From an optimization exercise on the open Yosys and OpenROAD flow, aimed at small area; shortcuts taken in it are not production practice.
Function was checked by simulation only, so behaviour that the tests miss may differ from the original.
Power and IR drop assume default switching activity.

===== flow/flow/run.sh =====
#!/bin/bash
# Standard synthesis, then an area-oriented re-map of its combinational
# logic, then the standard layout with single-size port buffers and no CTS
# dummy loads. Each tool's output goes to a log file in this folder.
set -euo pipefail
W=$(pwd)
R=$W/orfs/results/$FLOW_PLATFORM/ex_stage_top/base
export BUFFER_PORTS_ARGS="-buffer_cell sky130_fd_sc_hd__buf_1"
export CTS_ARGS="-sink_clustering_enable -repair_clock_nets -dont_use_dummy_load -buf_list sky130_fd_sc_hd__clkbuf_8 -root_buf sky130_fd_sc_hd__clkbuf_8 -sink_clustering_size 12 -sink_clustering_max_diameter 60"

bash standard.sh synth > synth.log 2>&1
cp "$R/1_2_yosys.v" "$W/1_2_yosys.standard.v"

TOP=$FLOW_TOP IN_V="$W/1_2_yosys.standard.v" OUT_V="$W/1_2_yosys.remap.v" \
    ABCS="$W/flow/remap.abc" REMAP_RPT="$W/remap_stat" \
    REMAP_PLATFORM_CFG="$FLOW_HOME/platforms/sky130hd/config.mk" \
    REMAP_LIB="$FLOW_HOME/platforms/sky130hd/lib/sky130_fd_sc_hd__tt_025C_1v80.lib" \
    yosys -c "$W/flow/remap.tcl" > remap.log 2>&1

cp "$W/1_2_yosys.remap.v" "$R/1_2_yosys.v"
rm -f "$R/1_synth.odb" "$R/1_synth.sdc"
bash standard.sh > layout.log 2>&1

===== flow/flow/remap.abc =====
strash
dc2
balance
rewrite
refactor
balance
rewrite
rewrite -z
balance
refactor -z
rewrite -z
balance
dch -f
map -D 3500
topo
buffer -c
upsize -D 3500
dnsize -D 3500
strash
dch -f
map -D 3500
topo
buffer -c
upsize -D 3500
dnsize -D 3500

===== flow/flow/remap.tcl =====
# Re-map the combinational logic of the standard synthesis netlist for area.
# The flip-flops and tie cells stay as they are, with their names.
set lib $::env(REMAP_LIB)
yosys read_liberty -ignore_miss_func $lib
yosys read_verilog $::env(IN_V)
yosys hierarchy -top $::env(TOP)
foreach c {dfxtp_1 dfrtp_1 dfstp_1 dfxtp_2 dfrtp_2 dfxtp_4 dfrtp_4 conb_1} {
    if {![catch {yosys select -module sky130_fd_sc_hd__$c}]} {
        yosys select -clear
        yosys blackbox sky130_fd_sc_hd__$c
    }
}
yosys flatten
yosys opt_clean -purge
yosys tee -o $::env(REMAP_RPT).before stat -liberty $lib
# The platform's don't-use cells, from its config.mk
set fh [open $::env(REMAP_PLATFORM_CFG) r]
set cfg [read $fh]
close $fh
set dont_use {}
foreach w [regexp -all -inline {sky130_fd_sc_hd__\S+} [lindex [regexp -inline {DONT_USE_CELLS \+=[^#]*} $cfg] 0]] {
    lappend dont_use -dont_use $w
}
puts "remap: [expr {[llength $dont_use] / 2}] dont_use cells"
yosys abc -liberty $lib -script $::env(ABCS) {*}$dont_use
yosys opt_clean -purge
yosys tee -o $::env(REMAP_RPT).after stat -liberty $lib
yosys write_verilog -noattr -nohex -nodec $::env(OUT_V)

===== flow/standard.sh =====
#!/bin/bash
# synth_recipe.tcl (not shown) runs the flow's synth.tcl, then flattens the netlist and writes it again
# the make line also repeats each setting of config.mk as NAME=value (left out here)
make -C /OpenROAD-flow-scripts/flow DESIGN_CONFIG=/design/flow/config.mk WORK_HOME=/design/flow/orfs CLKGATE_MAP_FILE= SYNTH_SCRIPT=/design/flow/synth_recipe.tcl "${@:-finish}"

===== flow/config.mk =====
export PLATFORM = sky130hd
export DESIGN_NAME = ex_stage_top
export DESIGN_NICKNAME = ex_stage_top
export VERILOG_FILES = /design/flow/design.v
export SDC_FILE = /design/flow/constraint.sdc
export NUM_CORES = 4
export LEC_CHECK = 0
export CAP_MARGIN = 20
export CORE_MARGIN = 2
export CORE_UTILIZATION = 40
export GPL_TIMING_DRIVEN = 0
export SETUP_SLACK_MARGIN = 0.3
export SLEW_MARGIN = 20

===== flow/constraint.sdc =====
create_clock -name core_clock -period 7.0 [get_ports {clk}]
set_input_delay 1.4000 -clock core_clock [delete_from_list [all_inputs] [get_ports {clk}]]
set_output_delay 1.4000 -clock core_clock [all_outputs]
set_load 0.01 [all_outputs]

===== flow/design.v =====
`timescale 1ns/10ps
package rv_ex_pkg;
    localparam logic [5-1:0] ALU_ADD    = 5'd0;
    localparam logic [5-1:0] ALU_SUB    = 5'd1;
    localparam logic [5-1:0] ALU_SLL    = 5'd2;
    localparam logic [5-1:0] ALU_SLT    = 5'd3;
    localparam logic [5-1:0] ALU_SLTU   = 5'd4;
    localparam logic [5-1:0] ALU_XOR    = 5'd5;
    localparam logic [5-1:0] ALU_SRL    = 5'd6;
    localparam logic [5-1:0] ALU_SRA    = 5'd7;
    localparam logic [5-1:0] ALU_OR     = 5'd8;
    localparam logic [5-1:0] ALU_AND    = 5'd9;
    localparam logic [5-1:0] ALU_PASS_B = 5'd10;
    localparam logic [1:0] FWD_REG = 2'b00;
    localparam logic [1:0] FWD_WB  = 2'b01;
    localparam logic [1:0] FWD_MEM = 2'b10;
    localparam int ALU_SRC_PC  = 0;
    localparam int ALU_SRC_IMM = 1;
    localparam logic [2:0] BR_BEQ  = 3'b000;
    localparam logic [2:0] BR_BNE  = 3'b001;
    localparam logic [2:0] BR_JAL  = 3'b010;
    localparam logic [2:0] BR_JALR = 3'b011;
    localparam logic [2:0] BR_BLT  = 3'b100;
    localparam logic [2:0] BR_BGE  = 3'b101;
    localparam logic [2:0] BR_BLTU = 3'b110;
    localparam logic [2:0] BR_BGEU = 3'b111;
    localparam logic [1:0] RES_ALU  = 2'b00;
    localparam logic [1:0] RES_LOAD = 2'b01;
    localparam logic [1:0] RES_PC4  = 2'b10;
endpackage
`timescale 1ns/10ps
module alu (
    input  logic [5-1:0] alu_ctrl,
    input  logic [32-1:0]   alu_in_1,
    input  logic [32-1:0]   alu_in_2,
    output logic [32-1:0]   alu_result
);
    localparam int W = 32;
    logic         s_add, s_sub, s_sll, s_slt, s_sltu, s_xor, s_srl, s_sra;
    logic         s_or, s_and, s_pass;
    logic         sub;
    logic [W-1:0] b;
    logic [W-1:0] g;
    logic [W-1:0] p;
    logic [W:0]   c;
    logic         p_all;
    logic [W-1:0] sum;
    logic         lt_unsigned;
    logic         lt_signed;
    logic [W-1:0] sh_in;
    logic [W-1:0] sh_out;
    logic         fill;
    assign s_add  = (alu_ctrl == rv_ex_pkg::ALU_ADD);
    assign s_sub  = (alu_ctrl == rv_ex_pkg::ALU_SUB);
    assign s_sll  = (alu_ctrl == rv_ex_pkg::ALU_SLL);
    assign s_slt  = (alu_ctrl == rv_ex_pkg::ALU_SLT);
    assign s_sltu = (alu_ctrl == rv_ex_pkg::ALU_SLTU);
    assign s_xor  = (alu_ctrl == rv_ex_pkg::ALU_XOR);
    assign s_srl  = (alu_ctrl == rv_ex_pkg::ALU_SRL);
    assign s_sra  = (alu_ctrl == rv_ex_pkg::ALU_SRA);
    assign s_or   = (alu_ctrl == rv_ex_pkg::ALU_OR);
    assign s_and  = (alu_ctrl == rv_ex_pkg::ALU_AND);
    assign s_pass = (alu_ctrl == rv_ex_pkg::ALU_PASS_B);
    assign sub = s_sub | s_slt | s_sltu;
    assign b   = alu_in_2 ^ {W{sub}};
    assign g   = alu_in_1 & b;
    assign p   = alu_in_1 ^ b;
    rv_carry_bk #(.W(W)) i_carry (
        .g     (g),
        .p     (p),
        .cin   (sub),
        .c     (c),
        .p_all (p_all)
    );
    assign sum = p ^ c[W-1:0];
    assign lt_unsigned = ~c[W];
    assign lt_signed   = lt_unsigned ^ alu_in_1[W-1] ^ alu_in_2[W-1];
    assign fill = s_sra & alu_in_1[W-1];
    always_comb begin
        for (int i = 0; i < W; i++)
            sh_in[i] = s_sll ? alu_in_1[W-1-i] : alu_in_1[i];
    end
    assign sh_out = $signed({fill, sh_in}) >>> alu_in_2[4:0];
    always_comb begin
        for (int i = 0; i < W; i++) begin
            alu_result[i] = ((s_add | s_sub) & sum[i])
                          | (s_sll & sh_out[W-1-i])
                          | ((s_srl | s_sra) & sh_out[i])
                          | (s_xor & p[i])
                          | (s_and & g[i])
                          | (s_or & (p[i] | g[i]))
                          | (s_pass & alu_in_2[i])
                          | ((i == 0) & ((s_slt & lt_signed) | (s_sltu & lt_unsigned)));
        end
    end
endmodule
`timescale 1ns/10ps
module rv_carry_bk #(
    parameter int W = 32
) (
    input  logic [W-1:0] g,
    input  logic [W-1:0] p,
    input  logic         cin,
    output logic [W:0]   c,
    output logic         p_all
);
    function automatic logic [W:0] carries(input logic [W-1:0] gi, input logic [W-1:0] pi,
                                           input logic ci);
        logic [W-1:0] gg;
        logic [W-1:0] pp;
        logic [W:0]   cc;
        gg    = gi;
        pp    = pi;
        gg[0] = gi[0] | (pi[0] & ci);
        for (int d = 1; d < W; d = d * 2) begin
            for (int i = 2 * d - 1; i < W; i = i + 2 * d) begin
                gg[i] = gg[i] | (pp[i] & gg[i-d]);
                pp[i] = pp[i] & pp[i-d];
            end
        end
        for (int d = W / 4; d >= 1; d = d / 2) begin
            for (int i = 3 * d - 1; i < W; i = i + 2 * d) begin
                gg[i] = gg[i] | (pp[i] & gg[i-d]);
            end
        end
        cc[0] = ci;
        for (int i = 0; i < W; i++)
            cc[i+1] = gg[i];
        carries = cc;
    endfunction
    assign c     = carries(g, p, cin);
    assign p_all = &p;
endmodule
module rv_inc #(
    parameter int W   = 32,
    parameter int LSB = 2
) (
    input  logic [W-1:0] a,
    output logic [W-1:0] y
);
    logic [W:0] c;
    assign c[LSB:0] = {1'b1, {LSB{1'b0}}};
    for (genvar i = 0; i < W; i++) begin : g_bit
        if (i >= LSB) begin : g_inc
            assign y[i]   = a[i] ^ c[i];
            assign c[i+1] = a[i] & c[i];
        end else begin : g_pass
            assign y[i] = a[i];
        end
    end
endmodule
`timescale 1ns/10ps
module ex_stage_top (
    input  logic                  clk,
    input  logic                  rst_n,
    input  logic                  id_valid,
    input  logic [32-1:0]   id_rs1_data,
    input  logic [32-1:0]   id_rs2_data,
    input  logic [32-1:0]   id_imm,
    input  logic [32-1:0]   id_pc,
    input  logic [5-1:0] id_rs1,
    input  logic [5-1:0] id_rs2,
    input  logic [5-1:0] id_rd,
    input  logic [5-1:0] id_alu_ctrl,
    input  logic [1:0]            id_alu_src,
    input  logic [2:0]            id_branch_cond,
    input  logic                  id_branch_valid,
    input  logic [1:0]            id_result_src,
    input  logic                  id_mem_write,
    input  logic                  id_reg_write,
    input  logic [32-1:0]   mem_load_data,
    output logic                  pc_src,
    output logic [32-1:0]   branch_target,
    output logic [32-1:0]   mem_alu_result,
    output logic [32-1:0]   mem_store_data,
    output logic [5-1:0] mem_rd,
    output logic                  mem_write,
    output logic                  mem_reg_write,
    output logic [32-1:0]   wb_result,
    output logic [5-1:0] wb_rd,
    output logic                  wb_reg_write
);
    logic [32-1:0]   ex_alu_result;
    logic [32-1:0]   ex_store_data;
    logic [32-1:0]   ex_pc;
    logic [5-1:0] ex_rd;
    logic [1:0]            ex_result_src;
    logic                  ex_mem_write;
    logic                  ex_reg_write;
    logic [1:0]            mem_result_src;
    logic [32-1:0]   mem_pc_plus4;
    logic                  bubble;
    logic [32-1:0]   wb_next;
    logic                  fwd_mem_a, fwd_wb_a, fwd_mem_b, fwd_wb_b;
    logic [32-1:0]   op_a;
    logic [32-1:0]   op_b;
    logic [32-1:0]   alu_in_1;
    logic [32-1:0]   alu_in_2;
    logic [32-1:0]   alu_result;
    logic                  eq, lt_u, lt_s, taken;
    logic                  is_jalr;
    logic [32-1:0]   target_sum;
    assign bubble = pc_src || !id_valid;
    logic wb_sel_load, wb_sel_pc4, wb_sel_alu;
    assign wb_sel_load = (mem_result_src == rv_ex_pkg::RES_LOAD);
    assign wb_sel_pc4  = (mem_result_src == rv_ex_pkg::RES_PC4);
    assign wb_sel_alu  = !wb_sel_load && !wb_sel_pc4;
    assign wb_next     = ({32{wb_sel_load}} & mem_load_data) |
                         ({32{wb_sel_pc4}} & mem_pc_plus4) |
                         ({32{wb_sel_alu}} & mem_alu_result);
    assign fwd_mem_a = ex_reg_write && (ex_rd != '0) && (ex_rd == id_rs1);
    assign fwd_mem_b = ex_reg_write && (ex_rd != '0) && (ex_rd == id_rs2);
    assign fwd_wb_a  = mem_reg_write && (mem_rd != '0) && (mem_rd == id_rs1);
    assign fwd_wb_b  = mem_reg_write && (mem_rd != '0) && (mem_rd == id_rs2);
    logic sel_mem_a, sel_wb_a, sel_reg_a, sel_mem_b, sel_wb_b, sel_reg_b;
    assign sel_mem_a = fwd_mem_a;
    assign sel_wb_a  = !fwd_mem_a && fwd_wb_a;
    assign sel_reg_a = !fwd_mem_a && !fwd_wb_a;
    assign sel_mem_b = fwd_mem_b;
    assign sel_wb_b  = !fwd_mem_b && fwd_wb_b;
    assign sel_reg_b = !fwd_mem_b && !fwd_wb_b;
    assign op_a = ({32{sel_mem_a}} & ex_alu_result) | ({32{sel_wb_a}} & wb_next) |
                  ({32{sel_reg_a}} & id_rs1_data);
    assign op_b = ({32{sel_mem_b}} & ex_alu_result) | ({32{sel_wb_b}} & wb_next) |
                  ({32{sel_reg_b}} & id_rs2_data);
    assign alu_in_1 = id_alu_src[rv_ex_pkg::ALU_SRC_PC]  ? id_pc  : op_a;
    assign alu_in_2 = id_alu_src[rv_ex_pkg::ALU_SRC_IMM] ? id_imm : op_b;
    alu i_alu (
        .alu_ctrl   (id_alu_ctrl),
        .alu_in_1   (alu_in_1),
        .alu_in_2   (alu_in_2),
        .alu_result (alu_result)
    );
    logic [32-1:0]   cmp_g, cmp_p;
    logic [32:0]     cmp_c;
    logic [32-1:0]   base;
    logic [32-1:0]   tgt_g, tgt_p;
    logic [32:0]     tgt_c;
    logic                  unused_tgt_p_all;
    logic [32-1:0]   ex_pc_plus4;
    assign cmp_g = op_a & ~op_b;
    assign cmp_p = ~(op_a ^ op_b);
    rv_carry_bk #(.W(32)) i_cmp (
        .g     (cmp_g),
        .p     (cmp_p),
        .cin   (1'b1),
        .c     (cmp_c),
        .p_all (eq)
    );
    assign lt_u = ~cmp_c[32];
    assign lt_s = lt_u ^ op_a[32-1] ^ op_b[32-1];
    always_comb begin
        case (id_branch_cond)
            rv_ex_pkg::BR_BEQ:  taken = eq;
            rv_ex_pkg::BR_BNE:  taken = ~eq;
            rv_ex_pkg::BR_BLT:  taken = lt_s;
            rv_ex_pkg::BR_BGE:  taken = ~lt_s;
            rv_ex_pkg::BR_BLTU: taken = lt_u;
            rv_ex_pkg::BR_BGEU: taken = ~lt_u;
            default:            taken = 1'b1;
        endcase
    end
    assign is_jalr = (id_branch_cond == rv_ex_pkg::BR_JALR);
    assign base    = is_jalr ? op_a : id_pc;
    assign tgt_g   = base & id_imm;
    assign tgt_p   = base ^ id_imm;
    rv_carry_bk #(.W(32)) i_tgt (
        .g     (tgt_g),
        .p     (tgt_p),
        .cin   (1'b0),
        .c     (tgt_c),
        .p_all (unused_tgt_p_all)
    );
    assign target_sum = tgt_p ^ tgt_c[32-1:0];
    rv_inc #(.W(32), .LSB(2)) i_pc4 (
        .a (ex_pc),
        .y (ex_pc_plus4)
    );
    always_ff @(posedge clk or negedge rst_n) begin
        if (!rst_n) begin
            pc_src        <= 1'b0;
            ex_mem_write  <= 1'b0;
            ex_reg_write  <= 1'b0;
            mem_write     <= 1'b0;
            mem_reg_write <= 1'b0;
            wb_reg_write  <= 1'b0;
        end else begin
            pc_src        <= id_branch_valid && !bubble && taken;
            ex_mem_write  <= id_mem_write && !bubble;
            ex_reg_write  <= id_reg_write && !bubble;
            mem_write     <= ex_mem_write;
            mem_reg_write <= ex_reg_write;
            wb_reg_write  <= mem_reg_write;
        end
    end
    always_ff @(posedge clk) begin
        ex_alu_result  <= alu_result;
        ex_store_data  <= op_b;
        branch_target  <= {target_sum[32-1:1], target_sum[0] & ~is_jalr};
        ex_pc          <= id_pc;
        ex_rd          <= id_rd;
        ex_result_src  <= id_result_src;
        mem_alu_result <= ex_alu_result;
        mem_store_data <= ex_store_data;
        mem_rd         <= ex_rd;
        mem_result_src <= ex_result_src;
        mem_pc_plus4   <= ex_pc_plus4;
        wb_result      <= wb_next;
        wb_rd          <= mem_rd;
    end
endmodule

==> results.yml, run 1 <==
placement:
  hpwl_um: 61400
  post_dp_cell_area_um2: 18200
  gp_congestion: 1.05
  dp.cells: 3278
  io_buffers: 334
  post-place-ws_ns: -0.887
power:
  power_density_nw_per_um2: 212
  p_clk_share_pct: 23.0
  p_int_w: 0.00248
  seqPwrFrac_pct: 46.5
  switchingPower_w: 0.00148
  power_w: 0.00395
  swShare_pct: 37.3
  combPwrFrac_pct: 30.6
  peakVddDrop_mv: 0.159
  power.leakage_nw: 8.36
global_route:
  grt_pass1_vias: 17155
  grt_max_degree: 29
  grt_antenna_before_repair: 0
  overflow: 0
  grt_first_pass_wirelength_um: 108000
  grt_use_total_pct: 34.4
die:
  ioPinCount: 335
  die-area_um2: 42200
  die_x_um: 205
  initial_utilization_pct: 40.7
  std_cell_rows: 73
  die_h_um: 205
  core-area_um2: 39900
layout:
  instances_no_fill: 3306
  drive_gt1_share_pct: 5.39
  nFillCells: 4172
  syn_to_final_growth_pct: 14.9
  fin_area_um2: 18600
  diodes: 0
  regArea_um2: 5660
  multiInputGateArea_um2: 9080
  nets: 2976
timing:
  fin_crit_ns: 6.55
  worst_pin_slew_ns: 1.19
  tns_ns: 0
  setup_slack_ns: 0.451
  rsz0062_at_grt: "no"
  finalCritPeriodShare_pct: 93.6
  skew_ns: 0.0396
  slew_headroom_pct: 20.8
  finalHoldViolCount: 0
  max_freq_mhz: 153
  setup_violations: 0
  final_max_slew_viol_count: 0
synthesis:
  yosysWarnings: 3
  synth_area_per_cell_um2: 6.72
  synth.net_count: 2606
  synthCells: 2413
  syn_area_um2: 16200
routing:
  drt_wl_total_um: 74500
  vias: 18474
  drt_iter0_drc: 1835
  detail_route.wl_per_cell_um: 22.5
  wl_met1_um: 34100
  dr_wl_met2_um: 31800
  topRoutingLayerUsed: "met4"
  first_pass_iters: 5
  met3RoutedLength_um: 5630
  remaining_drc_errors: 0
  antenna_left: 0
  vias_per_cell: 5.59
worst_hold_path:
  min_path_type: "reg -> reg"
  hold_start: "ex_store_data[7]"
  whs_path_depth: 0
  holdPathEnd: "mem_store_data[7]"
cts:
  path_clk_slew_ns: 0.07
  cts_buffers: 29
  worstSkewPairLatency_ns: 0.62
  cts_buffer_depth: 3
  clock_sinks: 281
  postCtsHoldBufs: 0
  cts_root_buf: "clkbuf_8"
  cts_max_level: 1
  cts_tree: "done"
critical_path:
  r2r_setup_slack_ns: 0.60
  cp-end-kind: "flip-flop"
  reg2reg_to: "ex_alu_result[17]"
  worst_ep_arrival_time_ns: 7.01
  crit_type: "in -> reg"
  worst_ep_required_time_ns: 7.46
  critPathMaxFanout: 10
  r2r-start: "mem_result_src[0]"
  ff2ff_path_depth: 21
  cp-start-kind: "primary input"
status:
  status: "no timing/DRC/antenna violations"
job:
  cap_violations: 0
==> cell usage in the layout, fill, tap and decap left out, types with 11 or more instances in the layout <==
cell,instances
nand3_1,84
xor2_1,57
buf_1,343
nand4_1,16
a21oi_1,118
buf_2,11
clkbuf_1,50
nor2_1,284
dfxtp_1,275
o22ai_1,64
a2111oi_0,11
o21ai_0,184
a221oi_1,21
nand3_2,27
o221ai_1,26
clkbuf_8,33
inv_1,291
nand2_1,592
xnor2_1,25
a22oi_1,61
nor3_1,19
==> metrics by stage <==
stage	hold slack, ns	util, %
floorplan	0.310	-
global placement	0.310	45.4
detailed placement	0.312	45.6
CTS	0.319	46.7
global route	0.332	46.7
finish	0.325	46.7
==> metal layers <==
layer / vias up / global-route usage (%)
li1: 8759 / -
met1: 8757 / 48.8
met2: 829 / 53.0
met3: 129 / 4.62
met4: 0 / 12.9
met5: - / 0
==> how the worst max path moves through the flow <==
| stage | start | to | slack, ns | cells after the start |
|---|---|---|---|---|
| floorplan | id_rs1[1] | ex_alu_result[31] | 1.96 | 33 |
| global placement | id_rs1[4] | pc_src | -1.56 | 19 |
| detailed placement | id_rs1[4] | pc_src | -0.89 | 19 |
| CTS | id_rs2[2] | pc_src | 0.19 | 22 |
| global route | id_rs1[0] | pc_src | 0.31 | 22 |
| finish | id_rs1[4] | ex_alu_result[24] | 0.45 | 20 |
==> layout make-up <==
cell class              instances  area share (%)
plain buffers                  79            2.03
clock buffers                  29            2.14
inverters                     307            6.18
multi-input cells            1744            48.7
flip-flops and latches        281            30.3
well taps                     525            3.52
repair buffers                341            7.03
==> repair_timing <==
| action | in CTS | in global routing |
|---|---|---|
| setup buffers | 0 | 1 |
| endpoints found under the setup margin | 11 | 21 |
| resized for setup | 3 | 10 |
==> registers in the layout, indices dropped and copies added (netlist names), 2 cells and up <==
signal and flops:
mem_store_data 32, ex_rd 5, ex_store_data 32, mem_pc_plus4 32, branch_target 32, wb_rd 5, ex_pc 32, wb_result 32
mem_result_src 2, mem_rd 5, ex_alu_result 32, ex_result_src 2, mem_alu_result 32
==> power by group through the flow <==
stage | clock network (W) | registers, W | logic (W)
floorplan | 0 | 0.00190 | 0.000670
global placement | 0 | 0.00187 | 0.00117
detailed placement | 0 | 0.00187 | 0.00117
CTS | 0.000923 | 0.00184 | 0.00118
global route | 0.000980 | 0.00185 | 0.00132
finish | 0.000908 | 0.00184 | 0.00121
==> critical path, cell delays in order <==
cell	delay, ns
buf_1	0.13
a21oi_1	0.21
nand4_1	0.21
nor3_4	0.45
nor2_4	0.15
buf_6	0.20
buf_2	0.23
buf_1	0.29
nand2_1	0.15
nand3_1	0.40
o21ai_1	0.70
nor3_2	0.21
inv_1	0.30
o21ai_0	0.16
inv_1	0.11
a21oi_1	0.04
o21ai_0	0.87
o22ai_1	0.19
a2111oi_0	0.47
nand3_1	0.12
==> inputs of run 2 (changes only) <==
==> flow/flow/remap.abc (replaced) <==
strash
dc2
balance
rewrite
refactor
balance
rewrite
rewrite -z
balance
refactor -z
rewrite -z
balance
dch -f
map -D 4000
topo
buffer -c
upsize -D 4000
dnsize -D 4000
strash
dch -f
map -D 4000
topo
buffer -c
upsize -D 4000
dnsize -D 4000
--- a/flow/config.mk
+++ b/flow/config.mk
@@ -8,6 +8,6 @@
 export CAP_MARGIN = 20
 export CORE_MARGIN = 2
 export CORE_UTILIZATION = 40
-export GPL_TIMING_DRIVEN = 0
-export SETUP_SLACK_MARGIN = 0.3
+export PLACE_DENSITY = 0.75
+export SETUP_SLACK_MARGIN = 0.1
 export SLEW_MARGIN = 20
==> results.yml, run 2 <==
global_route:
  grt_pass1_vias: 17315
  overflow: 0
  grt_antenna_before_repair: 0
  grt_first_pass_wirelength_um: 101000
  grt_use_total_pct: 32.1
  grt_max_degree: 41
routing:
  antenna_left: 0
  first_pass_iters: 5
  remaining_drc_errors: 0
  detail_route.wl_per_cell_um: 21.1
  vias_per_cell: 5.64
  drt_iter0_drc: 1784
  vias: 18283
  drt_wl_total_um: 68400
critical_path:
  cp-start-kind: "primary input"
  slowest_delay_ns: 0.52
  worst_ep_arrival_time_ns: 6.71
  r2r-start: "mem_rd[0]"
  critPathMaxFanout: 28
  cp_slowest_cell: "a221oi_1"
  path_common_cell: "nand2_1"
  crit_type: "in -> reg"
  critPathLaunch: "id_rs2[3]"
  worst_ep_required_time_ns: 7.41
  cp-end-kind: "flip-flop"
cts:
  cts_root_buf: "clkbuf_8"
  path_clk_slew_ns: 0.07
  postCtsHoldBufs: 0
  cts_buffer_depth: 3
  cts_post_setup_buffers_inserted: 0
  cts_buffers: 34
  worstSkewPairLatency_ns: 0.60
  cts_max_level: 2
  clock_sinks: 281
  cts_tree: "done"
  postCtsResizedCells: 0
die:
  die-area_um2: 41200
  die_x_um: 203
  die_h_um: 203
  initial_utilization_pct: 40.7
  core-area_um2: 38900
  std_cell_rows: 72
  ioPinCount: 335
synthesis:
  syn_area_um2: 15800
  synthCells: 2363
  yosysWarnings: 3
  synth_area_per_cell_um2: 6.71
  synth.net_count: 2556
timing:
  slew_headroom_pct: 25.2
  final_max_slew_viol_count: 0
  worst_pin_slew_ns: 1.12
  fin_crit_ns: 6.30
  finalHoldViolCount: 0
  tns_ns: 0
  rsz0062_at_grt: "no"
  skew_ns: 0.0817
  setup_violations: 0
  max_freq_mhz: 159
  finalCritPeriodShare_pct: 90.0
layout:
  syn_to_final_growth_pct: 17.1
  final_cell_mix: "nand2_1, buf_1, nor2_1, inv_1, dfxtp_1"
  fin_util_pct: 47.7
  final_common_cell: "nand2_1"
  drive_gt1_share_pct: 6.75
  diodes: 0
  nFillCells: 4032
  nets: 2920
worst_hold_path:
  min_path_type: "reg -> reg"
  hold_start: "ex_store_data[15]"
power:
  peakVddDrop_mv: 0.105
  power.leakage_nw: 8.37
  power_density_nw_per_um2: 217
placement:
  io_buffers: 334
  gp_congestion: 1.05
  hpwl_um: 53700
job:
  cap_violations: 0
status:
  status: "no timing/DRC/antenna violations"
run 2: power breakdown:
| part | internal [W] | switching, W | total, W |
|---|---|---|---|
| sequential | 0.00176 | 0.0000740 | 0.00183 |
| clock | 0.000432 | 0.000553 | 0.000984 |
| combinational | 0.000377 | 0.000840 | 0.00122 |
| total | 0.00257 | 0.00147 | 0.00404 |
run 2: layout make-up:
type	count	area [um2]	area share, %
clock buffer	34	468	2.52
inverter	295	1110	5.97
multi-input combinational	1706	8840	47.6
sequential	281	5660	30.5
tap	518	648	3.49
timing repair buffer	409	1840	9.92
run 2: worst paths after layout:
kind | slack [ns] | to | depth (start not counted)
hold / removal | 0.30 | mem_store_data[15] | 0
hold reg to reg | 0.30 | mem_store_data[15] | 0
setup reg to reg | 1.15 | ex_alu_result[30] | 38
setup / recovery | 0.70 | ex_alu_result[30] | 37
max in group asynchronous | 6.11 | pc_src | 1
min in group asynchronous | 0.66 | ex_mem_write | 1
run 2: metrics by stage:
step	cells	hold slack (ns)	power (W)	instance area (um2)	setup WS [ns]
floorplan	2363	0.310	0.00255	15800	1.47
global placement	3209	0.311	0.00304	18100	0.402
detailed placement	3209	0.312	0.00305	18100	0.286
CTS	3243	0.306	0.00403	18600	0.856
global route	3243	0.310	0.00423	18600	0.295
finish	3243	0.302	0.00404	18600	0.702
run 2: critical path, delay by kind of cell:
kind,cells,cell delay (ns)
xor gates and xnor gates,1,0.20
buffers and inverters,4,0.77
AOI/OAI and AO/OA,8,1.54
and+or+nand+nor,24,2.76
run 2: routing by layer:
layer,routed length [um],part of all wire (%),vias to the layer above,global-route usage (%)
met4,3140,4.6,0,14.6
met5,0,0,-,0
met1,28400,42,8541,41.1
met3,5290,7.7,181,4.91
met2,31500,46,956,53.3
li1,-,-,8605,-
==> inputs of run 3 (changes only) <==
--- a/flow/flow/remap.abc
+++ b/flow/flow/remap.abc
@@ -10,6 +10,7 @@
 refactor -z
 rewrite -z
 balance
+strash
 dch -f
 map -D 4000
 topo
@@ -23,3 +24,10 @@
 buffer -c
 upsize -D 4000
 dnsize -D 4000
+strash
+dch -f
+amap
+topo
+buffer -c
+upsize -D 4000
+dnsize -D 4000
--- a/flow/config.mk
+++ b/flow/config.mk
@@ -8,6 +8,5 @@
 export CAP_MARGIN = 20
 export CORE_MARGIN = 2
 export CORE_UTILIZATION = 40
-export PLACE_DENSITY = 0.75
 export SETUP_SLACK_MARGIN = 0.1
 export SLEW_MARGIN = 20
==> results.yml, run 3 <==
status:
  status: "failed layout checks"
  so_faults: "negative setup slack"
critical_path:
  critPathMaxFanout: 25
  worst_ep_required_time_ns: 7.41
  slowest_delay_ns: 0.33
  path_buf_inv: 30
  cp-start-kind: "primary input"
  reg2reg_to: "ex_alu_result[24]"
  r2r_setup_slack_ns: -1.30
  worst_ep_arrival_time_ns: 9.29
  path_common_cell: "buf_4"
  cp_slowest_cell: "buf_4"
  r2r-start: "ex_rd[0]"
  crit_type: "in -> reg"
  path_delay_family: "compound AO/OA/AOI/OAI gates"
  ff2ff_path_depth: 59
  cp-end-kind: "flip-flop"
placement:
  io_buffers: 334
  gp_congestion: 1.03
  hpwl_um: 58100
  dp.cells: 3098
  post-place-ws_ns: -2.43
die:
  die_x_um: 196
  std_cell_rows: 70
  initial_utilization_pct: 40.5
  core-area_um2: 36400
  die-area_um2: 38400
  die_h_um: 196
  ioPinCount: 335
synthesis:
  yosysWarnings: 3
  synth_area_per_cell_um2: 7.39
  synth.net_count: 2189
  syn_area_um2: 14800
  synthCells: 1996
cts:
  cts_max_level: 1
  worstSkewPairLatency_ns: 0.60
  cts_buffers: 28
  postCtsHoldBufs: 0
  cts_root_buf: "clkbuf_8"
  path_clk_slew_ns: 0.09
  cts_tree: "done"
  clock_sinks: 281
  cts_buffer_depth: 3
routing:
  remaining_drc_errors: 0
  antenna_left: 0
  vias: 19425
  drt_iter0_drc: 2625
  first_pass_iters: 9
  drt_wl_total_um: 76200
  vias_per_cell: 5.98
  detail_route.wl_per_cell_um: 23.4
layout:
  drive_gt1_share_pct: 25.8
  fin_util_pct: 58.5
  syn_to_final_growth_pct: 44.4
  instances_no_fill: 3248
  final_common_cell: "buf_4"
  nets: 2973
  final_cell_mix: "buf_4, nor2_1, buf_1, dfxtp_1, o22ai_1"
  nFillCells: 3434
global_route:
  grt_first_pass_wirelength_um: 111000
  grt_pass1_vias: 18452
  grt_antenna_before_repair: 4
  overflow: 0
  grt_use_total_pct: 37.8
  grt_max_degree: 39
timing:
  finalCritPeriodShare_pct: 127
  fin_crit_ns: 8.88
  slew_headroom_pct: 14.5
  setup_slack_ns: -1.88
  finalHoldViolCount: 0
  final_max_slew_viol_count: 0
  max_freq_mhz: 113
  setup_violations: 23
  skew_ns: 0.0644
  rsz0062_at_grt: "yes"
  worst_pin_slew_ns: 1.28
power:
  peakVddDrop_mv: 0.158
  power_w: 0.00435
  power_density_nw_per_um2: 204
  power.leakage_nw: 9.39
job:
  cap_violations: 0
worst_hold_path:
  holdPathEnd: "mem_store_data[29]"
  whs_path_depth: 0
  hold_start: "ex_store_data[29]"
  min_path_type: "reg -> reg"
## run 3: cell count changes in the layout (fill, tap and decap cells not counted), sizes merged, moves of 59 or more
cell,before,now
a222oi,0,63
a22oi,87,14
buf,409,849
inv,286,206
nand2,588,106
nand3,83,5
nor2,290,418
o21ai,181,120
o22ai,50,237
xor2,59,0
## run 3: repair_timing
action,in CTS,in global routing
setup endpoints to repair,22,31
hold endpoints to repair,0,0
gates resized for setup,81,72
buffers inserted,117,27
pin swaps,65,88
## run 3: stage by stage
step | instance area, um2 | setup TNS, ns | hold WS [ns]
final | 21300 | -17.91 | 0.319
after detailed placement | 19400 | -31.09 | 0.312
after CTS | 20900 | -15.11 | 0.309
after floorplan | 14900 | -7.64 | 0.310
after global routing | 21300 | -27.14 | 0.306
after global placement | 19400 | -27.61 | 0.311
## run 3: worst reg2reg max path: cells and delay by family (launching register included)
family	cells	cell delay, ns
AOI/OAI and AO/OA	28	4.41
buffers and inverters	27	2.66
DFF	1	0.46
and+or+nand+nor	4	0.61
## run 3: how the worst max path moves through the flow
stage	cells after the start	endpoint	startpoint	slack, ns
finish	62	ex_alu_result[24]	id_rs2[0]	-1.88
CTS	55	ex_alu_result[30]	id_rs2[0]	-1.52
global placement	54	ex_alu_result[30]	id_rs2[0]	-2.30
detailed placement	54	ex_alu_result[30]	id_rs2[0]	-2.43
floorplan	52	ex_alu_result[30]	id_rs2[0]	-1.40
global route	55	ex_alu_result[30]	id_rs2[0]	-2.25
## run 3: per-layer routing
metal,vias to the layer above,global-route usage [%],wire [um]
met5,-,0,11
met2,1279,58.4,32800
met1,9071,53.2,32000
met4,2,13.6,2940
li1,8877,-,-
met3,196,6.22,8370
## run 3: area by class of cell
type	count	area (um2)	share of cell area (%)
Inverter	210	816	3.83
Timing Repair Buffer	851	5240	24.6
Multi-Input combinational cell	1408	8610	40.4
Clock buffer	28	385	1.81
Sequential cell	281	5660	26.6
Tap cell	468	586	2.75
Antenna cell	2	5.00	0.0235
## run 3: power by group
part,switching [W],internal [W]
logic,0.000931,0.000709
registers,0.0000795,0.00174
clock network,0.000530,0.000354
==> inputs of run 4 (changes only) <==
==> flow/flow/remap.abc (replaced) <==
strash
dc2
balance
rewrite
refactor
balance
rewrite
rewrite -z
balance
refactor -z
rewrite -z
balance
dch -f
map -D 4000
topo
buffer -c
upsize -D 4000
dnsize -D 4000
strash
dch -f
map -D 4000
topo
buffer -c
upsize -D 4000
dnsize -D 4000
==> results.yml, run 4 <==
status:
  status: "no timing/DRC/antenna violations"
layout:
  fin_area_um2: 18500
  drive_gt1_share_pct: 6.55
  fin_util_pct: 47.4
  final_common_cell: "nand2_1"
  final_cell_mix: "nand2_1, buf_1, nor2_1, inv_1, dfxtp_1"
  instances_no_fill: 3238
  nets: 2914
  syn_to_final_growth_pct: 16.5
die:
  initial_utilization_pct: 40.7
  core-area_um2: 38900
  die_h_um: 203
  std_cell_rows: 72
  die-area_um2: 41200
  ioPinCount: 335
  die_x_um: 203
timing:
  finalHoldViolCount: 0
  setup_violations: 0
  skew_ns: 0.0662
  tns_ns: 0
  slew_headroom_pct: 23.5
  max_freq_mhz: 163
  final_max_slew_viol_count: 0
  rsz0062_at_grt: "no"
  worst_pin_slew_ns: 1.14
  fin_crit_ns: 6.15
  finalCritPeriodShare_pct: 87.9
placement:
  dp.cells: 3208
  io_buffers: 334
  gp_congestion: 1.04
  hpwl_um: 54500
  post_dp_cell_area_um2: 18100
power:
  combPwrFrac_pct: 30.0
  power.leakage_nw: 8.32
  peakVddDrop_mv: 0.189
  swShare_pct: 36.4
  switchingPower_w: 0.00142
  power_w: 0.00391
  power_density_nw_per_um2: 212
  seqPwrFrac_pct: 46.9
  p_clk_share_pct: 23.1
  p_int_w: 0.00248
routing:
  vias_per_cell: 5.45
  antenna_left: 0
  detail_route.wl_per_cell_um: 21.1
  vias: 17642
  first_pass_iters: 6
  drt_iter0_drc: 1477
  drt_wl_total_um: 68400
  remaining_drc_errors: 0
cts:
  cts_tree: "done"
  cts_root_buf: "clkbuf_8"
  clock_sinks: 281
  cts_buffers: 29
  path_clk_slew_ns: 0.08
  cts_post_setup_buffers_inserted: 0
  worstSkewPairLatency_ns: 0.62
  postCtsHoldBufs: 0
  postCtsResizedCells: 0
  cts_max_level: 1
  cts_buffer_depth: 3
critical_path:
  slowest_delay_ns: 0.50
  critPathMaxFanout: 24
  path_buf_inv: 6
  crit_type: "in -> reg"
  cp_slowest_cell: "a2111oi_2"
  path_delay_family: "simple AND/OR/NAND/NOR gates"
  worst_ep_required_time_ns: 7.47
  path_common_cell: "nand2_1"
  worst_ep_arrival_time_ns: 6.62
  cp-start-kind: "primary input"
  cp-end-kind: "flip-flop"
global_route:
  grt_antenna_before_repair: 0
  grt_pass1_vias: 16889
  grt_max_degree: 33
  grt_first_pass_wirelength_um: 101000
  overflow: 0
  grt_use_total_pct: 32.2
synthesis:
  syn_area_um2: 15800
  synthCells: 2363
  synth.net_count: 2556
  synth_area_per_cell_um2: 6.71
  yosysWarnings: 3
job:
  cap_violations: 0
worst_hold_path:
  min_path_type: "reg -> reg"
run 4: power groups by stage:
stage          Sequential (W)  Clock, W  Combinational (W)
4_1_cts               0.00183  0.000926            0.00116
5_1_grt               0.00185  0.000987            0.00128
3_3_place_gp          0.00187         0            0.00115
6_report              0.00183  0.000902            0.00117
2_1_floorplan         0.00190         0           0.000654
3_5_place_dp          0.00187         0            0.00115
run 4: final timing paths:
kind / start / endpoint / slack (ns) / depth (start not counted)
min in group asynchronous: rst_n / wb_reg_write / 0.64 / 1
worst min-delay path: ex_store_data[15] / mem_store_data[15] / 0.31 / 0
worst max-delay path: id_rs1[0] / branch_target[31] / 0.85 / 40
max in group asynchronous: rst_n / mem_reg_write / 6.12 / 1
worst min register to register: ex_store_data[15] / mem_store_data[15] / 0.31 / 0
worst max register to register: mem_rd[0] / ex_alu_result[31] / 1.25 / 42
run 4: per-stage QoR:
stage          hold WS, ns  worst slack [ns]
2_1_floorplan        0.310              1.47
3_3_place_gp         0.312             0.392
3_5_place_dp         0.312             0.300
4_1_cts              0.307             0.898
5_1_grt              0.309             0.251
6_report             0.306             0.848
run 4: metal layers:
metal | track usage, % | wire length [um] | share of wire (%) | vias up
li1 | - | - | - | 8591
met2 | 53.9 | 31600 | 46 | 693
met5 | 0 | 0 | 0 | -
met3 | 4.54 | 4550 | 6.6 | 126
met1 | 42.0 | 29700 | 43 | 8232
met4 | 12.1 | 2650 | 3.9 | 0
run 4: worst reg2reg max path, delay by kind of cell (launching register included):
family	cells	cell delay, ns
DFF	1	0.45
and+or+nand+nor	31	3.68
AOI/OAI and AO/OA	10	1.35
buffers and inverters	1	0.10
run 4: cell type report:
cell class | count | area, um2
Sequential cell | 281 | 5660
Fill cell | 4206 | 20500
Clock buffer | 29 | 399
Inverter | 295 | 1110
Antenna cell | 1 | 2.50
Timing Repair Buffer | 408 | 1810
Multi-Input combinational cell | 1706 | 8830
Tap cell | 518 | 648
==> inputs of run 5 (changes only) <==
--- a/flow/flow/run.sh
+++ b/flow/flow/run.sh
@@ -6,7 +6,7 @@
 W=$(pwd)
 R=$W/orfs/results/$FLOW_PLATFORM/ex_stage_top/base
 export BUFFER_PORTS_ARGS="-buffer_cell sky130_fd_sc_hd__buf_1"
-export CTS_ARGS="-sink_clustering_enable -repair_clock_nets -dont_use_dummy_load -buf_list sky130_fd_sc_hd__clkbuf_8 -root_buf sky130_fd_sc_hd__clkbuf_8 -sink_clustering_size 12 -sink_clustering_max_diameter 60"
+export CTS_ARGS="-sink_clustering_enable -repair_clock_nets -dont_use_dummy_load -buf_list sky130_fd_sc_hd__clkbuf_8 -root_buf sky130_fd_sc_hd__clkbuf_8 -sink_clustering_size 16 -sink_clustering_max_diameter 70"
 
 bash standard.sh synth > synth.log 2>&1
 cp "$R/1_2_yosys.v" "$W/1_2_yosys.standard.v"
==> results.yml, run 5 <==
die:
  ioPinCount: 335
  std_cell_rows: 72
  die_h_um: 203
  initial_utilization_pct: 40.7
  die-area_um2: 41200
  core-area_um2: 38900
  die_x_um: 203
timing:
  setup_slack_ns: 0.834
  tns_ns: 0
  finalHoldViolCount: 0
  rsz0062_at_grt: "no"
  finalCritPeriodShare_pct: 88.1
  setup_violations: 0
  slew_headroom_pct: 21.2
  worst_pin_slew_ns: 1.17
  final_max_slew_viol_count: 0
  max_freq_mhz: 162
  fin_crit_ns: 6.17
  skew_ns: 0.0297
layout:
  final_cell_mix: "nand2_1, buf_1, nor2_1, inv_1, dfxtp_1"
  drive_gt1_share_pct: 6.31
  final_common_cell: "nand2_1"
  nets: 2907
  fin_util_pct: 47.2
  syn_to_final_growth_pct: 15.9
critical_path:
  critPathMaxFanout: 24
  cp-start-kind: "primary input"
  path_common_cell: "nand2_1"
  crit_type: "in -> reg"
  cp.depth: 40
  worst_ep_arrival_time_ns: 6.63
  cp-end-kind: "flip-flop"
  ff2ff_path_depth: 42
  critPathLaunch: "id_rs1[0]"
  slowest_delay_ns: 0.50
  worst_ep_required_time_ns: 7.47
  path_buf_inv: 6
  cp_slowest_cell: "a2111oi_2"
  path_delay_family: "simple AND/OR/NAND/NOR gates"
  r2r-start: "mem_rd[0]"
routing:
  drt_wl_total_um: 68400
  detail_route.wl_per_cell_um: 21.2
  antenna_left: 0
  drt_iter0_drc: 1435
  vias_per_cell: 5.46
  first_pass_iters: 6
  remaining_drc_errors: 0
  vias: 17640
synthesis:
  syn_area_um2: 15800
  synth_area_per_cell_um2: 6.71
  synth.net_count: 2556
  yosysWarnings: 3
  synthCells: 2363
worst_hold_path:
  hold_start: "ex_store_data[5]"
  whs_path_depth: 0
  min_path_type: "reg -> reg"
cts:
  postCtsHoldBufs: 0
  cts_tree: "done"
  cts_max_level: 1
  worstSkewPairLatency_ns: 0.58
  postCtsResizedCells: 0
  cts_buffer_depth: 3
  path_clk_slew_ns: 0.10
  cts_root_buf: "clkbuf_8"
  cts_post_setup_buffers_inserted: 0
  clock_sinks: 281
  cts_buffers: 22
job:
  cap_violations: 0
placement:
  hpwl_um: 54500
  gp_congestion: 1.04
  post-place-ws_ns: 0.300
  io_buffers: 334
global_route:
  grt_use_total_pct: 32.1
  grt_pass1_vias: 16903
  grt_max_degree: 33
  grt_antenna_before_repair: 0
  grt_first_pass_wirelength_um: 101000
  overflow: 0
power:
  power.leakage_nw: 8.27
  power_density_nw_per_um2: 207
  peakVddDrop_mv: 0.154
  power_w: 0.00380
status:
  status: "no timing/DRC/antenna violations"
[run 5: cell count changes in the layout (fill, tap and decap cells not counted)]
cell,before,now
clkbuf_8,29,22
[run 5: stage by stage]
stage / cells / cell area (um2) / hold slack, ns
global placement: 3208 / 18100 / 0.312
finish: 3231 / 18400 / 0.319
CTS: 3230 / 18400 / 0.324
floorplan: 2363 / 15800 / 0.310
global route: 3230 / 18400 / 0.328
detailed placement: 3208 / 18100 / 0.312
[run 5: per-layer routing]
| metal | GRT usage (%) | share of wire [%] | vias up |
|---|---|---|---|
| li1 | - | - | 8575 |
| met1 | 41.8 | 43 | 8245 |
| met2 | 54.3 | 46 | 696 |
| met3 | 4.33 | 6.6 | 124 |
| met4 | 11.8 | 3.6 | 0 |
| met5 | 0 | 0 | - |
[run 5: path summary, 6_finish.rpt]
path	end	slack, ns
min reg2reg	mem_store_data[5]	0.32
min	mem_store_data[5]	0.32
max reg2reg	ex_alu_result[31]	1.29
max	branch_target[31]	0.83
min in group asynchronous	wb_reg_write	0.68
max in group asynchronous	mem_reg_write	6.09
[run 5: cell type report]
type                    instances  area [um2]
well taps                     518         648
repair buffers                408        1810
fillers                      4221       20600
inverters                     295        1110
diodes                          1        2.50
flip-flops and latches        281        5660
multi-input cells            1706        8830
clock buffers                  22         303
[run 5: where the power goes]
group          switching, W  leakage [nW]  internal (W)  total (W)
clock              0.000517         0.158      0.000283   0.000799
combinational      0.000817          5.73      0.000359    0.00118
sequential        0.0000713          2.38       0.00176    0.00183
==> inputs of run 6 (changes only) <==
--- a/flow/config.mk
+++ b/flow/config.mk
@@ -8,5 +8,6 @@
 export CAP_MARGIN = 20
 export CORE_MARGIN = 2
 export CORE_UTILIZATION = 40
+export GPL_ROUTABILITY_DRIVEN = 0
 export SETUP_SLACK_MARGIN = 0.1
 export SLEW_MARGIN = 20
==> results.yml, run 6 <==
status:
  status: "no timing/DRC/antenna violations"
global_route:
  grt_antenna_before_repair: 3
  grt_first_pass_wirelength_um: 91500
  grt_max_degree: 37
  overflow: 0
  grt_pass1_vias: 16480
  grt_use_total_pct: 28.3
critical_path:
  cp_slowest_cell: "buf_4"
  worst_ep_required_time_ns: 7.43
  cp-start-kind: "primary input"
  cp-end-kind: "flip-flop"
  critPathMaxFanout: 29
  slowest_delay_ns: 0.40
  worst_ep_arrival_time_ns: 6.51
  crit_type: "in -> reg"
cts:
  cts_tree: "done"
  postCtsHoldBufs: 0
  cts_root_buf: "clkbuf_8"
  cts_max_level: 1
  cts_post_setup_buffers_inserted: 0
  postCtsResizedCells: 0
  cts_buffer_depth: 3
  path_clk_slew_ns: 0.10
  worstSkewPairLatency_ns: 0.62
  cts_buffers: 26
  clock_sinks: 281
timing:
  setup_violations: 0
  fin_crit_ns: 6.08
  skew_ns: 0.0570
  slew_headroom_pct: 33.9
  finalCritPeriodShare_pct: 86.8
  rsz0062_at_grt: "no"
  final_max_slew_viol_count: 0
  finalHoldViolCount: 0
  tns_ns: 0
  worst_pin_slew_ns: 0.980
  max_freq_mhz: 165
die:
  die_x_um: 203
  ioPinCount: 335
  std_cell_rows: 72
  die-area_um2: 41200
  die_h_um: 203
  core-area_um2: 38900
  initial_utilization_pct: 40.7
layout:
  final_cell_mix: "nand2_1, buf_1, nor2_1, inv_1, dfxtp_1"
  multiInputGateArea_um2: 8830
  syn_to_final_growth_pct: 14.9
  drive_gt1_share_pct: 5.47
  diodes: 0
  regArea_um2: 5660
  instances_no_fill: 3207
  nets: 2884
  final_common_cell: "nand2_1"
  fin_util_pct: 46.8
  nFillCells: 4145
power:
  p_clk_share_pct: 22.7
  p_int_w: 0.00243
  seqPwrFrac_pct: 48.0
  switchingPower_w: 0.00138
  swShare_pct: 36.2
  combPwrFrac_pct: 29.2
  peakVddDrop_mv: 0.156
  power.leakage_nw: 8.17
  power_density_nw_per_um2: 210
routing:
  detail_route.wl_per_cell_um: 18.9
  first_pass_iters: 8
  vias: 17389
  drt_iter0_drc: 1436
  vias_per_cell: 5.42
  remaining_drc_errors: 0
  antenna_left: 0
  drt_wl_total_um: 60600
synthesis:
  synth_area_per_cell_um2: 6.71
  yosysWarnings: 3
  syn_area_um2: 15800
  synth.net_count: 2556
  synthCells: 2363
job:
  cap_violations: 0
placement:
  io_buffers: 334
  hpwl_um: 47500
  dp.cells: 3180
worst_hold_path:
  min_path_type: "reg -> reg"
## run 6: per-layer routing
metal  share of wire (%)  up-vias  GRT usage, %
met4                 4.6        8          12.5
met3                 8.7      204          6.24
li1                    -     8514             -
met5               0.091        -             0
met2                  45      784          46.8
met1                  41     7879          35.3
## run 6: area by class of cell
class / instances / area share, %
multi-input combinational: 1706 / 48.5
tap: 518 / 3.56
inverter: 295 / 6.08
timing repair buffer: 381 / 8.81
clock buffer: 26 / 1.97
sequential: 281 / 31.1
## run 6: through the flow
step                setup WS [ns]  power, W  hold slack (ns)  cell area, um2
floorplan                    1.47   0.00255            0.310           15800
global placement            0.600   0.00294            0.312           17800
detailed placement          0.448   0.00296            0.312           17800
CTS                          1.05   0.00382            0.319           18200
global route                0.312   0.00403            0.331           18200
finish                      0.922   0.00382            0.322           18200
## run 6: final timing paths
kind | from | to | slack (ns) | cells after the start
min in group asynchronous | rst_n | ex_mem_write | 0.64 | 1
setup reg to reg | mem_rd[0] | ex_alu_result[31] | 1.32 | 42
hold reg to reg | ex_store_data[5] | mem_store_data[5] | 0.32 | 0
hold / removal | ex_store_data[5] | mem_store_data[5] | 0.32 | 0
max in group asynchronous | rst_n | wb_reg_write | 6.12 | 1
setup / recovery | id_rs1[0] | ex_alu_result[31] | 0.92 | 37
## run 6: power groups by stage
stage / clock network [W] / registers (W) / logic (W)
finish: 0.000868 / 0.00183 / 0.00112
global route: 0.000958 / 0.00185 / 0.00122
CTS: 0.000893 / 0.00184 / 0.00109
detailed placement: 0 / 0.00187 / 0.00109
global placement: 0 / 0.00187 / 0.00107
floorplan: 0 / 0.00190 / 0.000654
## run 6: critical path, delay by kind of cell
family | cells | cell delay (ns)
compound gates | 10 | 1.49
buf+inv | 5 | 0.80
simple gates | 22 | 2.82
==> inputs of run 7 (changes only) <==
--- a/flow/flow/run.sh
+++ b/flow/flow/run.sh
@@ -6,6 +6,7 @@
 W=$(pwd)
 R=$W/orfs/results/$FLOW_PLATFORM/ex_stage_top/base
 export BUFFER_PORTS_ARGS="-buffer_cell sky130_fd_sc_hd__buf_1"
+export GPL_KEEP_OVERFLOW=0
 export CTS_ARGS="-sink_clustering_enable -repair_clock_nets -dont_use_dummy_load -buf_list sky130_fd_sc_hd__clkbuf_8 -root_buf sky130_fd_sc_hd__clkbuf_8 -sink_clustering_size 16 -sink_clustering_max_diameter 70"
 
 bash standard.sh synth > synth.log 2>&1
--- a/flow/config.mk
+++ b/flow/config.mk
@@ -8,6 +8,5 @@
 export CAP_MARGIN = 20
 export CORE_MARGIN = 2
 export CORE_UTILIZATION = 40
-export GPL_ROUTABILITY_DRIVEN = 0
 export SETUP_SLACK_MARGIN = 0.1
 export SLEW_MARGIN = 20
==> results.yml, run 7 <==
status:
  status: "no timing/DRC/antenna violations"
routing:
  drt_wl_total_um: 69300
  remaining_drc_errors: 0
  vias_per_cell: 5.52
  first_pass_iters: 6
  antenna_left: 0
  vias: 17621
  drt_iter0_drc: 1610
  detail_route.wl_per_cell_um: 21.7
worst_hold_path:
  whs_path_depth: 0
  hold_start: "ex_store_data[1]"
  min_path_type: "reg -> reg"
  holdPathEnd: "mem_store_data[1]"
synthesis:
  synth.net_count: 2556
  syn_area_um2: 15800
  yosysWarnings: 3
  synthCells: 2363
  synth_area_per_cell_um2: 6.71
critical_path:
  crit_type: "in -> reg"
  path_delay_family: "simple AND/OR/NAND/NOR gates"
  reg2reg_to: "ex_alu_result[20]"
  cp-start-kind: "primary input"
  cp.depth: 40
  ff2ff_path_depth: 24
  critPathMaxFanout: 23
  cp-end-kind: "flip-flop"
  path_buf_inv: 5
  worst_ep_required_time_ns: 7.47
  worst_ep_arrival_time_ns: 6.90
  r2r_setup_slack_ns: 0.93
  slowest_delay_ns: 0.37
  r2r-start: "mem_result_src[1]"
  cp_slowest_cell: "or2_2"
timing:
  final_max_slew_viol_count: 0
  rsz0062_at_grt: "no"
  finalCritPeriodShare_pct: 91.9
  setup_slack_ns: 0.566
  max_freq_mhz: 155
  finalHoldViolCount: 0
  slew_headroom_pct: 22.1
  fin_crit_ns: 6.43
  setup_violations: 0
  skew_ns: 0.0535
  worst_pin_slew_ns: 1.16
layout:
  syn_to_final_growth_pct: 15.8
  final_common_cell: "nand2_1"
  final_cell_mix: "nand2_1, buf_1, nor2_1, inv_1, dfxtp_1"
  diodes: 0
  nFillCells: 4165
  drive_gt1_share_pct: 5.42
  nets: 2870
  regArea_um2: 5660
  multiInputGateArea_um2: 8900
cts:
  cts_tree: "done"
  worstSkewPairLatency_ns: 0.61
  cts_buffers: 22
  clock_sinks: 281
  cts_root_buf: "clkbuf_8"
  path_clk_slew_ns: 0.10
  cts_buffer_depth: 3
  cts_max_level: 1
die:
  initial_utilization_pct: 40.7
  die-area_um2: 41200
  ioPinCount: 335
  std_cell_rows: 72
  die_h_um: 203
  die_x_um: 203
  core-area_um2: 38900
global_route:
  grt_antenna_before_repair: 0
  grt_use_total_pct: 32.7
  grt_max_degree: 45
  grt_pass1_vias: 16639
  grt_first_pass_wirelength_um: 102000
  overflow: 0
placement:
  hpwl_um: 55700
  gp_congestion: 1.02
  post-place-ws_ns: -0.734
  io_buffers: 334
power:
  power_density_nw_per_um2: 208
  power_w: 0.00381
  peakVddDrop_mv: 0.157
  power.leakage_nw: 8.17
job:
  cap_violations: 0
run 7: worst max path at each step:
| stage | start | to |
|---|---|---|
| after floorplan | id_rs2[1] | ex_alu_result[31] |
| after global placement | id_branch_cond[0] | branch_target[31] |
| after detailed placement | id_rs2[1] | ex_alu_result[20] |
| after CTS | id_rs2[4] | ex_alu_result[31] |
| after global routing | id_rs2[1] | ex_alu_result[29] |
| final | id_rs2[1] | ex_alu_result[31] |
run 7: where the power goes:
part / leakage, nW / total (W) / switching [W] / internal (W)
registers: 2.38 / 0.00183 / 0.0000701 / 0.00176
logic: 5.63 / 0.00118 / 0.000835 / 0.000348
clock network: 0.158 / 0.000799 / 0.000517 / 0.000282
run 7: layout make-up:
type	instances	share of cell area (%)
multi-input cells	1706	48.5
flip-flops and latches	281	30.8
repair buffers	370	9.43
inverters	295	6.07
well taps	518	3.53
clock buffers	22	1.65
repair inverters	1	0.0273
run 7: worst register-to-register path: stages (launching register included):
cell and delay [ns]:
dfxtp_1 0.31, inv_1 0.09, nand2_1 0.07, inv_2 0.59, nor2_4 0.27, nand2_1 0.13
nand2_1 0.11, nand2_1 0.09, and3_1 0.17, nand2_1 0.09, o21ai_4 0.33, clkinvlp_4 0.19
buf_4 0.19, nor2_1 0.48, clkinv_1 0.64, o22ai_1 0.30, a21oi_1 0.06, o21ai_0 0.25
nand2_1 0.10, o21ai_1 0.55, inv_1 0.11, a21oi_1 0.14, o21ai_0 0.09, a221oi_1 0.29
o21ai_0 0.24
run 7: per-stage QoR:
step	hold WS [ns]	cells	cell area [um2]	TNS, ns	utilization [%]
6_report	0.330	3193	18400	0	47.2
5_1_grt	0.340	3193	18400	0	47.2
4_1_cts	0.332	3184	18200	0	46.9
3_5_place_dp	0.312	3159	17900	-11.87	46.0
3_3_place_gp	0.310	3134	17400	-189.63	44.8
2_1_floorplan	0.310	2363	15800	0	-
run 7: layer usage:
layer | GRT usage, % | wire length [um]
met5 | 0 | 0
met4 | 11.9 | 2610
met3 | 5.26 | 4990
met2 | 53.9 | 31800
met1 | 43.1 | 29900
run 7: timing repair:
item	in CTS	in global routing
buffers inserted	2	9
hold buffers	0	0
cloned	1	0
setup endpoints to repair	4	13
resized for setup	1	2
hold endpoints to repair	0	0
pin swaps	0	4
==> inputs of run 8 (changes only) <==
--- a/flow/flow/run.sh
+++ b/flow/flow/run.sh
@@ -6,7 +6,6 @@
 W=$(pwd)
 R=$W/orfs/results/$FLOW_PLATFORM/ex_stage_top/base
 export BUFFER_PORTS_ARGS="-buffer_cell sky130_fd_sc_hd__buf_1"
-export GPL_KEEP_OVERFLOW=0
 export CTS_ARGS="-sink_clustering_enable -repair_clock_nets -dont_use_dummy_load -buf_list sky130_fd_sc_hd__clkbuf_8 -root_buf sky130_fd_sc_hd__clkbuf_8 -sink_clustering_size 16 -sink_clustering_max_diameter 70"
 
 bash standard.sh synth > synth.log 2>&1
--- a/flow/config.mk
+++ b/flow/config.mk
@@ -7,6 +7,6 @@
 export LEC_CHECK = 0
 export CAP_MARGIN = 20
 export CORE_MARGIN = 2
-export CORE_UTILIZATION = 40
+export CORE_UTILIZATION = 55
 export SETUP_SLACK_MARGIN = 0.1
 export SLEW_MARGIN = 20
==> results.yml, run 8 <==
status:
  status: "no timing/DRC/antenna violations"
routing:
  vias_per_cell: 5.97
  antenna_left: 0
  detail_route.wl_per_cell_um: 20.4
  first_pass_iters: 6
  drt_wl_total_um: 62900
  vias: 18425
  drt_iter0_drc: 2056
  remaining_drc_errors: 0
layout:
  diodes: 0
  fin_area_um2: 18100
  final_common_cell: "nand2_1"
  instances_no_fill: 3084
  final_cell_mix: "nand2_1, buf_1, nor2_1, inv_1, dfxtp_1"
  multiInputGateArea_um2: 8810
  nets: 2895
  regArea_um2: 5660
  nFillCells: 2599
  drive_gt1_share_pct: 5.81
  syn_to_final_growth_pct: 14.1
worst_hold_path:
  min_path_type: "reg -> reg"
global_route:
  grt_use_total_pct: 39.8
  grt_pass1_vias: 16901
  grt_max_degree: 45
  grt_antenna_before_repair: 0
  overflow: 0
  grt_first_pass_wirelength_um: 94200
cts:
  cts_buffer_depth: 3
  worstSkewPairLatency_ns: 0.59
  cts_root_buf: "clkbuf_8"
  clock_sinks: 281
  postCtsHoldBufs: 0
  cts_buffers: 23
  cts_tree: "done"
  cts_post_setup_buffers_inserted: 0
  path_clk_slew_ns: 0.11
  postCtsResizedCells: 0
  cts_max_level: 1
synthesis:
  synthCells: 2363
  synth.net_count: 2556
  syn_area_um2: 15800
  synth_area_per_cell_um2: 6.71
  yosysWarnings: 3
critical_path:
  slowest_delay_ns: 0.50
  critPathMaxFanout: 27
  cp-start-kind: "primary input"
  cp-end-kind: "flip-flop"
  worst_ep_arrival_time_ns: 6.66
  worst_ep_required_time_ns: 7.45
  crit_type: "in -> reg"
  cp_slowest_cell: "nor2_2"
  path_common_cell: "nand3_2"
placement:
  hpwl_um: 48800
  post_dp_cell_area_um2: 17800
  gp_congestion: 1.09
  io_buffers: 334
  dp.cells: 3061
power:
  power_w: 0.00380
  peakVddDrop_mv: 0.208
  power.leakage_nw: 8.21
  power_density_nw_per_um2: 210
job:
  cap_violations: 0
die:
  initial_utilization_pct: 55.5
  die_x_um: 174
  ioPinCount: 335
  std_cell_rows: 62
  die_h_um: 174
  die-area_um2: 30200
  core-area_um2: 28500
timing:
  rsz0062_at_grt: "no"
  skew_ns: 0.0940
  finalHoldViolCount: 0
  slew_headroom_pct: 35.8
  setup_violations: 0
  tns_ns: 0
  worst_pin_slew_ns: 0.962
  fin_crit_ns: 6.22
  final_max_slew_viol_count: 0
  max_freq_mhz: 161
  finalCritPeriodShare_pct: 88.8
-- run 8: worst paths after layout --
| kind | from | endpoint | slack (ns) | depth (start not counted) |
|---|---|---|---|---|
| worst max-delay path | id_rs2[1] | ex_alu_result[30] | 0.78 | 37 |
| worst min-delay path | ex_store_data[24] | mem_store_data[24] | 0.29 | 0 |
| worst max register to register | ex_rd[1] | ex_alu_result[31] | 1.18 | 37 |
| worst min register to register | ex_store_data[24] | mem_store_data[24] | 0.29 | 0 |
| max in group asynchronous | rst_n | pc_src | 5.98 | 1 |
| min in group asynchronous | rst_n | ex_reg_write | 0.70 | 1 |
-- run 8: layout make-up --
class                           count  area share (%)
Inverter                          295            6.12
Tap cell                          384            2.66
Multi-Input combinational cell   1706            48.7
Sequential cell                   281            31.3
Clock buffer                       23            1.75
Timing Repair Buffer              395            9.47
-- run 8: through the flow --
step | hold WS [ns] | util, % | worst slack, ns
2_1_floorplan | 0.310 | - | 1.47
3_3_place_gp | 0.311 | 62.2 | 0.476
3_5_place_dp | 0.312 | 62.2 | 0.357
4_1_cts | 0.297 | 63.3 | 0.943
5_1_grt | 0.291 | 63.3 | 0.279
6_report | 0.286 | 63.3 | 0.784
-- run 8: metal layers --
metal | GRT usage (%) | share of wire, %
met5 | 0 | 0
met2 | 63.4 | 44
met3 | 7.43 | 11
met1 | 52.4 | 40
met4 | 18.5 | 5.3
-- run 8: critical path, delay by kind of cell --
| kind | cells | cell delay, ns |
|---|---|---|
| buffers and inverters | 4 | 0.57 |
| AND/OR/NAND/NOR | 22 | 2.90 |
| AO/OA/AOI/OAI | 10 | 1.58 |
| XOR/XNOR | 1 | 0.22 |
-- run 8: power breakdown --
part           leakage [nW]  switching [W]  total, W  internal (W)
Combinational          5.67       0.000807   0.00116      0.000355
Clock                 0.165       0.000512  0.000806      0.000294
Sequential             2.38      0.0000724   0.00183       0.00176
Total                  8.21        0.00139   0.00380       0.00241
==> inputs of run 9 (changes only) <==
--- a/flow/flow/run.sh
+++ b/flow/flow/run.sh
@@ -6,6 +6,7 @@
 W=$(pwd)
 R=$W/orfs/results/$FLOW_PLATFORM/ex_stage_top/base
 export BUFFER_PORTS_ARGS="-buffer_cell sky130_fd_sc_hd__buf_1"
+export GPL_KEEP_OVERFLOW=0
 export CTS_ARGS="-sink_clustering_enable -repair_clock_nets -dont_use_dummy_load -buf_list sky130_fd_sc_hd__clkbuf_8 -root_buf sky130_fd_sc_hd__clkbuf_8 -sink_clustering_size 16 -sink_clustering_max_diameter 70"
 
 bash standard.sh synth > synth.log 2>&1
==> results.yml, run 9 <==
status:
  status: "no timing/DRC/antenna violations"
power:
  power.leakage_nw: 8.15
  power_density_nw_per_um2: 208
  switchingPower_w: 0.00139
  p_int_w: 0.00239
  seqPwrFrac_pct: 48.5
  p_clk_share_pct: 21.1
  peakVddDrop_mv: 0.282
  combPwrFrac_pct: 30.5
  power_w: 0.00378
  swShare_pct: 36.8
timing:
  fin_hold_ws_ns: 0.308
  setup_violations: 0
  slew_headroom_pct: 15.5
  max_freq_mhz: 154
  skew_ns: 0.110
  rsz0062_at_grt: "no"
  finalCritPeriodShare_pct: 92.8
  finalHoldViolCount: 0
  final_max_slew_viol_count: 0
  fin_crit_ns: 6.49
  worst_pin_slew_ns: 1.26
critical_path:
  worst_ep_arrival_time_ns: 6.99
  path_common_cell: "nand2_1"
  cp_slowest_cell: "a2111oi_2"
  cp-end-kind: "flip-flop"
  slowest_delay_ns: 0.51
  worst_ep_required_time_ns: 7.50
  crit_type: "in -> reg"
  cp-start-kind: "primary input"
  critPathMaxFanout: 11
synthesis:
  synth.net_count: 2556
  syn_area_um2: 15800
  yosysWarnings: 3
  synth_area_per_cell_um2: 6.71
  synthCells: 2363
placement:
  gp_congestion: 1.08
  hpwl_um: 49300
  io_buffers: 334
  post_dp_cell_area_um2: 17800
layout:
  final_common_cell: "nand2_1"
  drive_gt1_share_pct: 5.13
  regArea_um2: 5660
  nets: 2863
  final_cell_mix: "nand2_1, buf_1, nor2_1, inv_1, dfxtp_1"
  nFillCells: 2563
  fin_util_pct: 63.6
  multiInputGateArea_um2: 8910
  syn_to_final_growth_pct: 14.5
  fin_area_um2: 18100
routing:
  vias_per_cell: 5.97
  topRoutingLayerUsed: "met4"
  met3RoutedLength_um: 6430
  antenna_left: 0
  wl_met1_um: 24400
  first_pass_iters: 8
  vias: 18219
  drt_iter0_drc: 1898
  detail_route.wl_per_cell_um: 20.4
  dr_wl_met2_um: 28300
  remaining_drc_errors: 0
  drt_wl_total_um: 62300
cts:
  cts_root_buf: "clkbuf_8"
  cts_buffers: 22
  cts_tree: "done"
  cts_buffer_depth: 3
  path_clk_slew_ns: 0.12
  worstSkewPairLatency_ns: 0.61
  postCtsHoldBufs: 0
  clock_sinks: 281
  cts_max_level: 1
global_route:
  grt_pass1_vias: 17134
  grt_max_degree: 45
  grt_use_total_pct: 39.4
  overflow: 0
  grt_first_pass_wirelength_um: 93500
  grt_antenna_before_repair: 0
worst_hold_path:
  min_path_type: "reg -> reg"
die:
  die-area_um2: 30200
  die_h_um: 174
  ioPinCount: 335
  core-area_um2: 28500
  initial_utilization_pct: 55.5
  die_x_um: 174
  std_cell_rows: 62
job:
  cap_violations: 0
[run 9: cell type report]
type                    count  area share [%]
well taps                 384            2.65
flip-flops and latches    281            31.2
repair buffers            364            9.27
clock buffers              22            1.67
multi-input cells        1706            49.1
inverters                 295            6.12
diodes                      1          0.0138
[run 9: layer usage]
metal  up-vias  global-route usage [%]
li1       8479                       -
met3       174                    6.25
met5         -                       0
met1      8397                    50.4
met2      1169                    65.4
met4         0                    18.1
[run 9: worst max-delay path: cells and delay by family]
kind | cells | cell delay, ns
compound gates | 14 | 2.62
buf+inv | 1 | 0.17
simple gates | 23 | 2.79
[run 9: through the flow]
stage	std cells	setup TNS [ns]	setup WS [ns]
after floorplan	2363	0	1.47
after global placement	3000	-140.12	-3.88
after detailed placement	3023	-2.19	-0.378
after CTS	3045	0	0.217
after global routing	3052	0	0.0821
final	3053	0	0.507
[run 9: path summary, 6_finish.rpt]
kind / depth (start not counted) / start / to / slack [ns]
min reg2reg: 0 / ex_store_data[24] / mem_store_data[24] / 0.31
min: 0 / ex_store_data[24] / mem_store_data[24] / 0.31
max in group asynchronous: 1 / rst_n / pc_src / 5.98
min in group asynchronous: 1 / rst_n / ex_reg_write / 0.68
max reg2reg: 39 / mem_rd[0] / branch_target[31] / 0.88
max: 38 / id_rs1[2] / branch_target[31] / 0.51
[run 9: power by group through the flow]
stage | Clock (W) | Sequential, W | Combinational, W
after floorplan | 0 | 0.00190 | 0.000654
after global placement | 0 | 0.00186 | 0.00107
after detailed placement | 0 | 0.00187 | 0.00111
after CTS | 0.000800 | 0.00183 | 0.00111
after global routing | 0.000849 | 0.00185 | 0.00124
final | 0.000795 | 0.00183 | 0.00115
[run 9: what timing repair did]
action	CTS	global route
buffers inserted	0	7
gates resized for setup	0	4
setup endpoints to repair	0	10

-- static timing again, ports no longer ideal --
The results above use ideal ports. As a check the final layouts listed here were re-extracted and re-timed, cells and wires unchanged. Step 1 assumes that a clkbuf_16 drives the clock port and a buf_2 every other input. Step 2 also shifts input and output timing later by t, the mid clock arrival at the registers, as if the neighbouring blocks saw the same clock. Slacks: ideal / step 1 / step 2; pairs: ideal / step 1.
run	t (ns)	setup slack, ns
run 1	0.649	0.451 / 0.469 / -0.180
run 2	0.611	0.702 / 0.727 / 0.116
run 3	0.625	-1.877 / -1.864 / -2.490
run 4	0.638	0.848 / 0.881 / 0.243
run 5	0.622	0.834 / 0.869 / 0.247
run 6	0.649	0.922 / 0.952 / 0.304
run 7	0.635	0.566 / 0.603 / -0.033
run 8	0.594	0.784 / 0.811 / 0.217
run 9	0.600	0.507 / 0.533 / -0.067
Met with ideal ports but missed after step 2: setup timing in run 1, run 7 and run 9.
